This design comes from an exercise in tuning for small area on the open sky130 flow, not from production work.
Function was not checked in any run shown here: the RTL went through the layout flow alone.
Power and IR drop assume default switching activity.

[design.v]
package io_pkg;
  localparam int AddrWidth = 32;
  localparam int DataWidth = 32;
  localparam int NumHarts = 2;
endpackage
`timescale 1ns/1ps
module io_fabric (
  input  logic                          clk_i,
  input  logic                          reset_i,
  input  logic                          req_valid_i,
  input  logic [io_pkg::AddrWidth-1:0]  req_addr_i,
  input  logic                          req_wr_i,
  input  logic [io_pkg::DataWidth-1:0]  req_wdata_i,
  input  logic [6:1]                    irq_i,
  output logic                          rsp_valid_o,
  output logic [io_pkg::DataWidth-1:0]  rsp_rdata_o,
  output logic                          rsp_err_o,
  output logic [io_pkg::NumHarts-1:0]   msip_o,
  output logic [io_pkg::NumHarts-1:0]   mtip_o,
  output logic [io_pkg::NumHarts-1:0]   eip_o
);
  logic        clint_hit, plic_hit;
  logic        wr, rd;
  logic [15:0] co;
  logic [21:0] po;
  logic        msip_hit, cmp_hit, time_hit;
  logic        pend_hit, en_hit, claim_hit;
  assign clint_hit = req_addr_i[31:16] == 16'h1140;
  assign plic_hit  = req_addr_i[31:22] == 10'h044;
  assign wr = req_valid_i & req_wr_i;
  assign rd = req_valid_i & ~req_wr_i;
  assign co = req_addr_i[15:0];
  assign po = req_addr_i[21:0];
  assign msip_hit  = clint_hit && co[15:3] == 13'h0000;
  assign cmp_hit   = clint_hit && co[15:4] == 12'h400;
  assign time_hit  = clint_hit && co[15:3] == 13'h17FF;
  assign pend_hit  = plic_hit && po == 22'h001000;
  assign en_hit    = plic_hit && po[21:8] == 14'h0020 && po[6:0] == 7'h00;
  assign claim_hit = plic_hit && po[21:13] == 9'h100 && po[11:0] == 12'h004;
  logic [63:0] mt_q;
  logic        lag_q;
  logic [1:0]  presc_q;
  logic [63:0] mt_now;
  logic        twr_lo, twr_hi;
  assign mt_now = mt_q + {63'd0, lag_q};
  assign twr_lo = wr & time_hit & ~co[2];
  assign twr_hi = wr & time_hit & co[2];
  always_ff @(posedge clk_i) begin
    if (reset_i) begin
      mt_q    <= '0;
      lag_q   <= 1'b0;
      presc_q <= '0;
    end else begin
      mt_q[31:0]  <= twr_lo ? req_wdata_i : mt_now[31:0];
      mt_q[63:32] <= twr_hi ? req_wdata_i : mt_now[63:32];
      if (twr_lo || twr_hi) begin
        lag_q   <= 1'b0;
        presc_q <= '0;
      end else begin
        lag_q   <= &presc_q;
        presc_q <= presc_q + 2'd1;
      end
    end
  end
  logic [3:0][31:0] cmp_q;    
  logic [1:0]       msip_q;
  logic [1:0]       mtip_q;
  always_ff @(posedge clk_i) begin
    for (int k = 0; k < 4; k++) begin
      if (reset_i) begin
        cmp_q[k] <= '1;
      end else if (wr && cmp_hit && co[3:2] == k[1:0]) begin
        cmp_q[k] <= req_wdata_i;
      end
    end
  end
  always_ff @(posedge clk_i) begin
    if (reset_i) begin
      msip_q <= '0;
    end else if (wr && msip_hit) begin
      msip_q[co[2]] <= req_wdata_i[0];
    end
  end
  always_ff @(posedge clk_i) begin
    if (reset_i) begin
      mtip_q <= '0;
    end else begin
      mtip_q[0] <= mt_now >= {cmp_q[1], cmp_q[0]};
      mtip_q[1] <= mt_now >= {cmp_q[3], cmp_q[2]};
    end
  end
  logic [6:1]      pend_q, clm_q;
  logic [1:0][7:1] en_q;
  logic [1:0]      eip_q;
  logic [7:1]      claim_en;
  logic [6:1]      cand, grant;
  logic [2:0]      claim_id;
  logic            complete;
  assign claim_en = po[12] ? en_q[1] : en_q[0];
  assign cand     = pend_q & claim_en[6:1];
  always_comb begin
    grant = '0;
    for (int n = 6; n >= 1; n--) begin
      if (cand[n]) grant = 6'(1) << (n - 1);
    end
    claim_id = '0;
    for (int n = 1; n <= 6; n++) begin
      if (grant[n]) claim_id = n[2:0];
    end
  end
  assign complete = wr & claim_hit;
  always_ff @(posedge clk_i) begin
    for (int n = 1; n <= 6; n++) begin
      if (reset_i) begin
        pend_q[n] <= 1'b0;
        clm_q[n]  <= 1'b0;
      end else if (pend_q[n]) begin
        if (rd && claim_hit && grant[n]) begin
          pend_q[n] <= 1'b0;
          clm_q[n]  <= 1'b1;
        end
      end else if (clm_q[n]) begin
        if (complete && req_wdata_i[2:0] == n[2:0]) begin
          clm_q[n] <= 1'b0;
        end
      end else begin
        pend_q[n] <= irq_i[n];
      end
    end
  end
  always_ff @(posedge clk_i) begin
    for (int c = 0; c < 2; c++) begin
      if (reset_i) begin
        en_q[c] <= '0;
      end else if (wr && en_hit && po[7] == c[0]) begin
        en_q[c] <= req_wdata_i[7:1];
      end
    end
  end
  always_ff @(posedge clk_i) begin
    if (reset_i) begin
      eip_q <= '0;
    end else begin
      eip_q[0] <= |(pend_q & en_q[0][6:1]);
      eip_q[1] <= |(pend_q & en_q[1][6:1]);
    end
  end
  logic       rsp_valid_q;
  logic       err_q;
  logic [7:0] small_d, small_q;
  logic [3:0] sel_cmp_q;      
  logic [1:0] sel_time_q;     
  always_comb begin
    small_d = '0;
    if (!req_wr_i) begin
      if (msip_hit)  small_d[0]   = msip_q[co[2]];
      if (pend_hit)  small_d[6:1] = pend_q;
      if (en_hit)    small_d[7:1] = po[7] ? en_q[1] : en_q[0];
      if (claim_hit) small_d[2:0] = claim_id;
    end
  end
  always_ff @(posedge clk_i) begin
    if (reset_i) begin
      rsp_valid_q <= 1'b0;
    end else begin
      rsp_valid_q <= req_valid_i;
    end
  end
  always_ff @(posedge clk_i) begin
    err_q   <= !(clint_hit || plic_hit);
    small_q <= small_d;
    for (int k = 0; k < 4; k++) begin
      sel_cmp_q[k] <= !req_wr_i && cmp_hit && co[3:2] == k[1:0];
    end
    sel_time_q[0] <= !req_wr_i && time_hit && !co[2];
    sel_time_q[1] <= !req_wr_i && time_hit && co[2];
  end
  always_comb begin
    rsp_rdata_o = {24'd0, small_q};
    for (int k = 0; k < 4; k++) begin
      rsp_rdata_o = rsp_rdata_o | ({32{sel_cmp_q[k]}} & cmp_q[k]);
    end
    rsp_rdata_o = rsp_rdata_o | ({32{sel_time_q[0]}} & mt_q[31:0])
                              | ({32{sel_time_q[1]}} & mt_q[63:32]);
  end
  assign rsp_valid_o = rsp_valid_q;
  assign rsp_err_o   = err_q;
  assign msip_o      = msip_q;
  assign mtip_o      = mtip_q;
  assign eip_o       = eip_q;
endmodule
[run.sh]
#!/bin/bash
# synth_recipe.tcl (not shown) runs the flow's synth.tcl, then flattens the netlist and writes it again
# the make line also repeats each setting of config.mk as NAME=value (left out here)
make -C /OpenROAD-flow-scripts/flow DESIGN_CONFIG=/design/flow/config.mk WORK_HOME=/design/flow/orfs CLKGATE_MAP_FILE= SYNTH_SCRIPT=/design/flow/synth_recipe.tcl finish
[config.mk]
export PLATFORM = sky130hd
export DESIGN_NAME = io_fabric
export DESIGN_NICKNAME = io_fabric
export VERILOG_FILES = /design/flow/design.v
export SDC_FILE = /design/flow/constraint.sdc
export NUM_CORES = 4
export LEC_CHECK = 0
export CAP_MARGIN = 20
export CORE_MARGIN = 2
export CORE_UTILIZATION = 40
export SLEW_MARGIN = 20
[constraint.sdc]
create_clock -name core_clock -period 4.0 [get_ports {clk_i}]
set_input_delay 0.8000 -clock core_clock [delete_from_list [all_inputs] [get_ports {clk_i}]]
set_output_delay 0.8000 -clock core_clock [all_outputs]
set_load 0.01 [all_outputs]
==> results.yml, run 1 <==
routing:
  vias: 13541
  wl_met1_mm: 21.76
  wl_met2_mm: 22.19
  routed.top_layer: "met4"
  drc: 0
  routed_wl_mm: 48.35
  dr_wl_met3_mm: 3.448
  wl_per_cell_um: 20.52
  postRouteAntennaNets: 0
  dr.pass1.iters: 7
  drt_iter0_markers: 1062
  avgViaCountPerCell: 5.747
critical_path:
  slowest_stage: "or4b_1"
  path_depth: 13
  crit_start: "mt_q[13]"
  critical_path.max_fanout: 6
  start_kind: "flop"
  critPathBufInv: 1
  cp_data_arrival_time_ps: 4310
  critPathCapture: "mtip_q[1]"
  r2r_start: "mt_q[13]"
  max_stage_delay_ps: 530
  crit_type: "flop to flop"
  cp-end-kind: "flop"
  r2r_end: "mtip_q[1]"
  cp_data_required_time_ps: 4460
  r2r_cells: 13
  r2r_slack_ps: 150
  crit_chain: "nand4_1 -> nor4_1 -> or4b_1 -> nor3_1 -> xnor2_1 -> inv_1 -> ha_1 -> a21o_1 -> a221o_1 -> a221oi_1 -> o21ai_0 -> a22oi_1 -> nand2_1"
  cpLargestDelayFamily: "simple AND/OR/NAND/NOR gates"
power:
  p_sw_uw: 1234
  pwr-share-seq: 0.451
  leakagePower_uw: 0.008168
  pwr-share-comb: 0.041
  clockPowerShare: 0.508
  p_sw_frac: 0.2284
  p_total_uw: 5401
  ir_worst_vdd_mv: 0.3963
  power_density_mw_per_mm2: 308.5
  p_int_uw: 4167
clock_tree:
  cts_tree: "yes"
  cts-root-buf: "clkbuf_16"
  cts_hold_buf: 0
  cts.clk_slew.worst_paths_ps: 70
  cts.path.max_buffers: 3
  cts_buffers: 28
  clock_sinks: 243
  clock_latency_ps: 570
  htreeDepth: 1
global_route:
  grt_max_degree: 65
  grt.total_usage: 0.2510
  grt_pass1_vias: 13486
  grt_first_pass_wirelength_mm: 76.18
  antenna_found_initial: 0
  overflow: 0
logic_synthesis:
  synth.most_common_cell: "dfxtp_1"
  yosys-top-cells-count: "243 x dfxtp_1, 198 x nand2_1, 163 x inv_1"
  synth_cell_types: 72
  synth_compound_area_frac: 0.2061
  ys_async_sr_fraction: 0
  synth_edf_count: 0
  synthMuxAreaShare: 0.02536
  ys_warn_count: 1
  yosys.area.top_type_share: 0.3309
  synthAdderAreaFrac: 0.1115
  synth_seq_cells: 243
  synth_cells: 1768
  yosys.area.top_type: "dfxtp_1"
  synthXorXnorAreaFrac: 0.03575
  yosys-top-cells-area: "dfxtp_1 33%, ha_1 11%, nand2_1 5.1%"
  syn_nets: 1973
  syn_area_mm2: 0.01470
  synth_top_family_by_area: "simple AND/OR/NAND/NOR gates"
  synth.avg_cell_area_um2: 8.315
  synth_flop_cell: "dfxtp_1"
  yosys.area_share.simple: 0.2170
  yosysSeqAreaShare: 0.3309
timing:
  finalSetupViolations: 0
  setup_tns_ps: 0
  max_slew_margin: 0.4116
  worst_slew_pin_slew_ps: 860.4
  max_freq_mhz: 259.7
  clock_skew_ps: 19.52
  finalCriticalPeriod_ps: 3850
  final_max_slew_viol_count: 0
  fin_crit_sh: 0.9626
  finalHoldViolCount: 0
placed_design:
  place_hpwl_mm: 34.82
  globalplace.congestion: 0.9095
  portBuffers: 113
finish:
  regArea_mm2: 0.004866
  area_delta_synth_final_pct: 19.12
  multi_input_area_mm2: 0.008810
  num-nets-final: 2074
  antenna_cells: 0
  fillCellCount: 3554
  fin_util: 0.4806
  drive_above_1_share: 0.09958
die:
  die_area_mm2: 0.03830
  fp.dieH_um: 195.7
  fp.coreArea_mm2: 0.03643
  start_util: 0.4035
  io_pins: 114
  rows: 70
  die_w_um: 195.7
outcome:
  status: "timing/DRC/antenna clean"
job:
  cap_viol_max_count: 0
hold_path:
  hold_path_class: "flop to flop"
## sequential cells by signal (all words and copies together), names as in the netlist, 2 cells and up, named ones only
| name | count |
|---|---|
| cmp_q | 128 |
| mt_q | 64 |
| en_q | 14 |
| small_q | 8 |
| clm_q | 6 |
| pend_q | 6 |
| sel_cmp_q | 4 |
| eip_q | 2 |
| mtip_q | 2 |
| presc_q | 2 |
| sel_time_q | 2 |
## layout by cell type (no fill, tap or decap), drive strengths merged, types with 9 or more instances in the layout
cell           synthesis  routed
a22oi                 87      87
xnor2                 32      32
nand3                 70      70
mux2                  10      10
ha                   131     131
nand4                 46      46
clkdlybuf4s50          0     112
o211ai               126     126
nand2                200     200
clkbuf                63      37
and4                  17      17
a222oi                 9       9
or3                   10      10
a21o                  14      14
mux2i                 26      26
and2                  13      13
nor2                 133     133
and3                  10      10
nor2b                 10      10
buf                   38      60
a21oi                 76      76
nor4                  23      23
inv                  163     164
o21ai                 32      32
nor3                  61      61
o21a                  12      12
a211oi                25      25
dfxtp                243     243
xor2                  28      28
## power groups by stage
stage / logic [uW] / registers [uW] / clock network, uW
after floorplan: 84.1 / 2490 / 0
after global placement: 218 / 2490 / 0
after detailed placement: 218 / 2490 / 0
after CTS: 219 / 2440 / 2790
after global routing: 235 / 2440 / 2870
final: 220 / 2440 / 2740
## routing by layer
| metal | track usage | vias up |
|---|---|---|
| met5 | 0 | - |
| met4 | 0.06257 | 0 |
| met3 | 0.04435 | 70 |
| met2 | 0.4200 | 453 |
| met1 | 0.3360 | 6452 |
| li1 | - | 6566 |
## cells by family (layout without fill, tap and decap cells)
group / after synthesis / count (layout)
AND/OR/NAND/NOR: 622 / 622
multiplexers: 36 / 36
buffers and inverters: 265 / 385
XOR/XNOR: 60 / 60
adder cells (fa/ha/maj): 131 / 131
flip-flops: 243 / 243
AO/OA/AOI/OAI: 411 / 411
## stage by stage
stage | instance area (um^2) | cells | hold slack, ps | worst slack, ps
3_5_place_dp | 16490 | 2307 | 431.1 | -97.40
3_3_place_gp | 16490 | 2307 | 418.2 | 1.001
2_1_floorplan | 14700 | 1768 | 408.4 | 318.7
4_1_cts | 17470 | 2356 | 439.5 | 96.42
5_1_grt | 17510 | 2356 | 474.3 | -5.480
6_report | 17510 | 2356 | 435.5 | 149.5
## worst register-to-register path: cells and delay by family, from the launching register on
kind            cells  cell delay (ps)
simple gates        5             1550
fa+ha+maj           1              300
flops               1              420
compound gates      5             1200
buf+inv             1              100
xor+xnor            1              180
## layout make-up
type,count,share of cell area
Multi-Input combinational cell,1260,0.5031
Timing Repair Buffer,172,0.09475
Sequential cell,243,0.2779
Tap cell,468,0.03344
Clock buffer,37,0.04537
Clock inverter,12,0.01015
Inverter,164,0.03530
## timing repair
item,4_1_cts,5_1_grt
pin swaps,0,5
setup endpoints to repair,1,2
buffers inserted,0,0
gates resized for setup,2,9
## worst min path at each step
stage | start | endpoint | slack, ps | cells past startpoint
2_1_floorplan | presc_q[0] | presc_q[0] | 410 | 1
3_3_place_gp | presc_q[0] | presc_q[0] | 420 | 1
3_5_place_dp | presc_q[0] | presc_q[0] | 430 | 1
4_1_cts | presc_q[0] | presc_q[0] | 440 | 1
5_1_grt | presc_q[0] | presc_q[0] | 470 | 1
6_report | presc_q[0] | presc_q[0] | 440 | 1
==> run 2: changes to the inputs <==
--- a/design.v
+++ b/design.v
@@ -38,42 +38,79 @@
   assign en_hit    = plic_hit && po[21:8] == 14'h0020 && po[6:0] == 7'h00;
   assign claim_hit = plic_hit && po[21:13] == 9'h100 && po[11:0] == 12'h004;
   logic [63:0] mt_q;
-  logic        lag_q;
   logic [1:0]  presc_q;
-  logic [63:0] mt_now;
+  logic        tick;
+  logic [63:0] mt_inc;
   logic        twr_lo, twr_hi;
-  assign mt_now = mt_q + {63'd0, lag_q};
   assign twr_lo = wr & time_hit & ~co[2];
   assign twr_hi = wr & time_hit & co[2];
+  assign tick   = &presc_q & ~twr_lo & ~twr_hi;
+  always_comb begin
+    for (int i = 0; i < 64; i++) begin
+      mt_inc[i] = &(mt_q | ~((64'd1 << i) - 64'd1)) ? ~mt_q[i] : mt_q[i];
+    end
+  end
   always_ff @(posedge clk_i) begin
     if (reset_i) begin
       mt_q    <= '0;
-      lag_q   <= 1'b0;
       presc_q <= '0;
     end else begin
-      mt_q[31:0]  <= twr_lo ? req_wdata_i : mt_now[31:0];
-      mt_q[63:32] <= twr_hi ? req_wdata_i : mt_now[63:32];
-      if (twr_lo || twr_hi) begin
-        lag_q   <= 1'b0;
-        presc_q <= '0;
-      end else begin
-        lag_q   <= &presc_q;
-        presc_q <= presc_q + 2'd1;
-      end
-    end
-  end
-  logic [3:0][31:0] cmp_q;    
+      if (twr_lo) begin
+        mt_q[31:0] <= req_wdata_i;
+      end else if (tick) begin
+        mt_q[31:0] <= mt_inc[31:0];
+      end
+      if (twr_hi) begin
+        mt_q[63:32] <= req_wdata_i;
+      end else if (tick) begin
+        mt_q[63:32] <= mt_inc[63:32];
+      end
+      presc_q <= (twr_lo || twr_hi) ? 2'd0 : presc_q + 2'd1;
+    end
+  end
+  logic [3:0][31:0] cmpn_q;   
   logic [1:0]       msip_q;
   logic [1:0]       mtip_q;
   always_ff @(posedge clk_i) begin
     for (int k = 0; k < 4; k++) begin
       if (reset_i) begin
-        cmp_q[k] <= '1;
+        cmpn_q[k] <= '0;
       end else if (wr && cmp_hit && co[3:2] == k[1:0]) begin
-        cmp_q[k] <= req_wdata_i;
-      end
-    end
-  end
+        cmpn_q[k] <= ~req_wdata_i;
+      end
+    end
+  end
+  function automatic logic ge(input logic [63:0] x, input logic [63:0] yn);
+    logic [63:0] g, p;
+    logic [31:0] g1, p1;
+    logic [15:0] g2, p2;
+    logic [7:0]  g3, p3;
+    logic [3:0]  g4, p4;
+    logic [1:0]  g5, p5;
+    g = x & yn;
+    p = x | yn;
+    for (int i = 0; i < 32; i++) begin
+      g1[i] = g[2*i+1] | p[2*i+1] & g[2*i];
+      p1[i] = p[2*i+1] & p[2*i];
+    end
+    for (int i = 0; i < 16; i++) begin
+      g2[i] = g1[2*i+1] | p1[2*i+1] & g1[2*i];
+      p2[i] = p1[2*i+1] & p1[2*i];
+    end
+    for (int i = 0; i < 8; i++) begin
+      g3[i] = g2[2*i+1] | p2[2*i+1] & g2[2*i];
+      p3[i] = p2[2*i+1] & p2[2*i];
+    end
+    for (int i = 0; i < 4; i++) begin
+      g4[i] = g3[2*i+1] | p3[2*i+1] & g3[2*i];
+      p4[i] = p3[2*i+1] & p3[2*i];
+    end
+    for (int i = 0; i < 2; i++) begin
+      g5[i] = g4[2*i+1] | p4[2*i+1] & g4[2*i];
+      p5[i] = p4[2*i+1] & p4[2*i];
+    end
+    ge = g5[1] | p5[1] & g5[0] | p5[1] & p5[0];
+  endfunction
   always_ff @(posedge clk_i) begin
     if (reset_i) begin
       msip_q <= '0;
@@ -85,8 +122,8 @@
     if (reset_i) begin
       mtip_q <= '0;
     end else begin
-      mtip_q[0] <= mt_now >= {cmp_q[1], cmp_q[0]};
-      mtip_q[1] <= mt_now >= {cmp_q[3], cmp_q[2]};
+      mtip_q[0] <= ge(mt_q, {cmpn_q[1], cmpn_q[0]});
+      mtip_q[1] <= ge(mt_q, {cmpn_q[3], cmpn_q[2]});
     end
   end
   logic [6:1]      pend_q, clm_q;
@@ -175,13 +212,22 @@
     sel_time_q[0] <= !req_wr_i && time_hit && !co[2];
     sel_time_q[1] <= !req_wr_i && time_hit && co[2];
   end
+  logic [31:0] time_word, time_rd;
+  logic        time_borrow;
+  assign time_word   = sel_time_q[1] ? mt_q[63:32] : mt_q[31:0];
+  assign time_borrow = presc_q == 2'd0 && (sel_time_q[0] || mt_q[31:0] == 32'd0);
+  always_comb begin
+    for (int i = 0; i < 32; i++) begin
+      time_rd[i] = (time_borrow && ~|(time_word & ((32'd1 << i) - 32'd1))) ? ~time_word[i]
+                                                                            : time_word[i];
+    end
+  end
   always_comb begin
     rsp_rdata_o = {24'd0, small_q};
     for (int k = 0; k < 4; k++) begin
-      rsp_rdata_o = rsp_rdata_o | ({32{sel_cmp_q[k]}} & cmp_q[k]);
-    end
-    rsp_rdata_o = rsp_rdata_o | ({32{sel_time_q[0]}} & mt_q[31:0])
-                              | ({32{sel_time_q[1]}} & mt_q[63:32]);
+      rsp_rdata_o = rsp_rdata_o | ({32{sel_cmp_q[k]}} & ~cmpn_q[k]);
+    end
+    rsp_rdata_o = rsp_rdata_o | ({32{|sel_time_q}} & time_rd);
   end
   assign rsp_valid_o = rsp_valid_q;
   assign rsp_err_o   = err_q;
==> run 2 against run 1 <==
  * The layout now fails its checks (negative setup slack)
  * Worst hold slack improved by 28 ps
  * Combinational power rose by 110%
  * Synthesized cell count rose by 2.5%
  * Cell area rose by 0.31%
  * Core utilization rose by 2.8 points
  * Critical endpoint is now rsp_rdata_o[27]
  * Largest power group unchanged
==> results.yml, run 2 <==
placed_design:
  globalplace.congestion: 0.9306
  portBuffers: 113
  place_hpwl_mm: 37.36
  postPlaceCellArea_mm2: 0.01615
  placed_cells: 2346
finish:
  final_cell_mix: "328 x nor2_1, 241 x dfxtp_1, 184 x a211oi_1"
  postLayoutCellArea_mm2: 0.01757
  drive_above_1_share: 0.1540
  fin_util: 0.5085
  final_common_cell: "nor2_1"
  num-nets-final: 2010
  antenna_cells: 0
  largest_reg_flops: 128
  fillCellCount: 3346
  layout.cells.non_filler: 2410
  largest-register: "cmpn_q"
  top_regs: "cmpn_q x128, mt_q x64, en_q x14"
  area_delta_synth_final_pct: 25.26
timing:
  final_max_slew_viol_count: 0
  holdWs_ps: 463.1
  max_slew_margin: 0.2680
  rsz0062_at_grt: "yes"
  setup_tns_ps: -314.7
  max_freq_mhz: 246.4
  worst_slew_pin_slew_ps: 1096
  clock_skew_ps: 25.94
  fin_crit_sh: 1.015
  layout_setup_ws_ps: -59.23
  finalSetupViolations: 9
  finalHoldViolCount: 0
  finalCriticalPeriod_ps: 4059
critical_path:
  max_stage_delay_ps: 530
  crit_type: "flop to output port"
  slowest_stage: "or4_4"
  cp_common_cell: "or4_4"
  crit_chain: "mux2_4 -> or4_4 -> or4_4 -> buf_12 -> buf_6 -> nor3_4 -> xor2_1 -> a221o_1 -> buf_2"
  cp-end-kind: "output port"
  critPathBufInv: 3
  crit_start: "sel_time_q[1]"
  cp_data_required_time_ps: 3200
  r2r_cells: 10
  r2r_start: "mt_q[3]"
  cp_data_arrival_time_ps: 3260
  r2r_slack_ps: 780
  cpLargestDelayFamily: "simple AND/OR/NAND/NOR gates"
  r2r_end: "mt_q[47]"
  critical_path.max_fanout: 7
  start_kind: "flop"
hold_path:
  hold_path_class: "flop to flop"
  worstHoldStart: "presc_q[0]"
  hold_depth: 1
  holdPathEnd: "presc_q[0]"
clock_tree:
  htreeDepth: 1
  cts.path.max_buffers: 3
  cts_hold_buf: 0
  cts_buffers: 29
  cts-root-buf: "clkbuf_16"
  cts.clk_slew.worst_paths_ps: 60
  clock_sinks: 242
  cts_tree: "yes"
  clock_latency_ps: 580
logic_synthesis:
  yosys-top-cells-count: "332 x nor2_1, 242 x dfxtp_1, 184 x a211oi_1"
  synth_seq_cells: 242
  synth_cells: 1812
  syn_nets: 1889
  synth.most_common_cell: "nor2_1"
  syn_area_mm2: 0.01402
  ys_async_sr_fraction: 0
  synth_flop_cell: "dfxtp_1"
  synth.avg_cell_area_um2: 7.739
  yosysSeqAreaShare: 0.3455
  yosys-top-cells-area: "dfxtp_1 35%, a211oi_1 9.9%, nor2_1 8.9%"
  ys_warn_count: 1
  yosys.area.top_type_share: 0.3455
  synth_edf_count: 0
  synth_cell_types: 78
  yosys.area.top_type: "dfxtp_1"
global_route:
  overflow: 0
  antenna_found_initial: 1
  grt.total_usage: 0.2786
  grt_pass1_vias: 13929
  grt_max_degree: 125
  grt_first_pass_wirelength_mm: 80.43
power:
  p_int_uw: 4279
  p_sw_frac: 0.2404
  pwr-share-comb: 0.082
  power_density_mw_per_mm2: 320.7
  pwr-share-seq: 0.431
  leakagePower_uw: 0.006094
  p_sw_uw: 1355
  ir_worst_vdd_mv: 0.3375
  clockPowerShare: 0.487
job:
  cap_viol_max_count: 0
outcome:
  so.violations: "negative setup slack"
  status: "finished with violations"
die:
  rows: 68
  start_util: 0.4060
  die_area_mm2: 0.03657
  io_pins: 114
  die_w_um: 191.2
  fp.coreArea_mm2: 0.03454
  fp.dieH_um: 191.2
routing:
  vias: 14662
  wl_per_cell_um: 21.51
  routed_wl_mm: 51.83
  drt_iter0_markers: 1325
  drc: 0
  postRouteAntennaNets: 0
  avgViaCountPerCell: 6.084
  dr.pass1.iters: 6
run 2: cell count changes in the layout (fill, tap and decap cells not counted), moves of 66 or more:
cell      previous run  this run
a22oi_1             87        21
ha_1               130         2
nor2_1             132       328
o22ai_1              0        99
buf_4               53       125
inv_1              163        34
nand2_1            197        81
o211ai_1            97        15
a211oi_1            21       184
run 2: final cells by class:
type | count | area [um^2] | share of cell area
Sequential cell | 242 | 4848 | 0.2760
Inverter | 34 | 127.6 | 0.007265
Multi-Input combinational cell | 1374 | 8797 | 0.5008
Clock inverter | 11 | 118.9 | 0.006767
Clock buffer | 42 | 874.6 | 0.04979
Timing Repair Buffer | 252 | 2230 | 0.1269
Tap cell | 455 | 569.3 | 0.03241
run 2: repair_timing:
action / CTS / global route
setup buffers: 7 / 4
pin swaps: 15 / 23
gates resized for setup: 111 / 57
endpoints found under the setup margin: 30 / 30
run 2: layer usage:
metal  vias to the layer above  share of wire  GRT usage
met3                       130          0.067    0.03690
met2                       602           0.47     0.4751
met5                         -              0          0
li1                       6974              -          -
met4                         0          0.038    0.09320
met1                      6956           0.42     0.3615
run 2: worst max-delay path by stage:
stage,end,slack [ps],depth (start not counted)
detailed placement,rsp_rdata_o[31],30,11
finish,rsp_rdata_o[27],-60,9
floorplan,rsp_rdata_o[1],20,12
CTS,rsp_rdata_o[27],-200,10
global placement,rsp_rdata_o[29],50,12
global route,rsp_rdata_o[27],-220,11
run 2: through the flow:
step	power, uW	setup slack (ps)
after floorplan	2660	23.94
after global placement	2862	48.29
after detailed placement	2865	27.47
after CTS	5635	-203.1
after global routing	5779	-221.3
final	5633	-59.23
run 2: cell families (layout without fill, tap and decap cells):
kind of cell | Yosys count | after routing | synth area share
buf+inv | 196 | 339 | 0.05460
flops | 242 | 242 | 0.3455
mux | 50 | 50 | 0.03640
simple gates | 704 | 704 | 0.2405
fa+ha+maj | 15 | 15 | 0.01124
xor+xnor | 87 | 87 | 0.05434
compound gates | 518 | 518 | 0.2574
run 2: worst reg2reg max path: stages (launching register included):
cell and delay [ps]:
dfxtp_1 340, buf_4 130, buf_4 160, nand3_1 140, nor4_1 410, nand4_1 150, buf_4 180, nor4bb_4 930
nand4_1 250, xor2_1 200, a211oi_1 240
run 2: power by group through the flow:
stage	clock network [uW]	logic [uW]	registers (uW)
2_1_floorplan	0	182	2480
3_3_place_gp	0	380	2480
3_5_place_dp	0	383	2480
4_1_cts	2780	425	2430
5_1_grt	2860	494	2430
6_report	2740	464	2430

## port drivers added, routing unchanged
Ports are ideal in the flow. The routed layouts listed here were re-timed in OpenROAD.
Step 1 (the two cells are an assumption about what drives the block):
set clk [get_ports {clk_i}]
set_driving_cell -lib_cell sky130_fd_sc_hd__clkbuf_16 $clk
set_driving_cell -lib_cell sky130_fd_sc_hd__buf_2 [delete_from_list [all_inputs] $clk]
Step 2 moves the port delays by t, midway between the first and last clock arrival at a register: inputs arrive t later, outputs are due t later. That takes back most of the time a late clock gives input paths.
Slacks: ideal / step 1 / step 2; pairs: ideal / step 1.
run | t (ns) | slack for setup (ns) | worst hold slack (ns) | worst setup path at the end | cell pins on the clock port's net
run 1 | 0.615 | 0.150 / 0.150 / 0.150 | 0.436 / 0.436 / 0.436 | register to register | 1
run 2 | 0.611 | -0.059 / -0.109 / 0.048 | 0.463 / 0.463 / 0.463 | input to register | 1
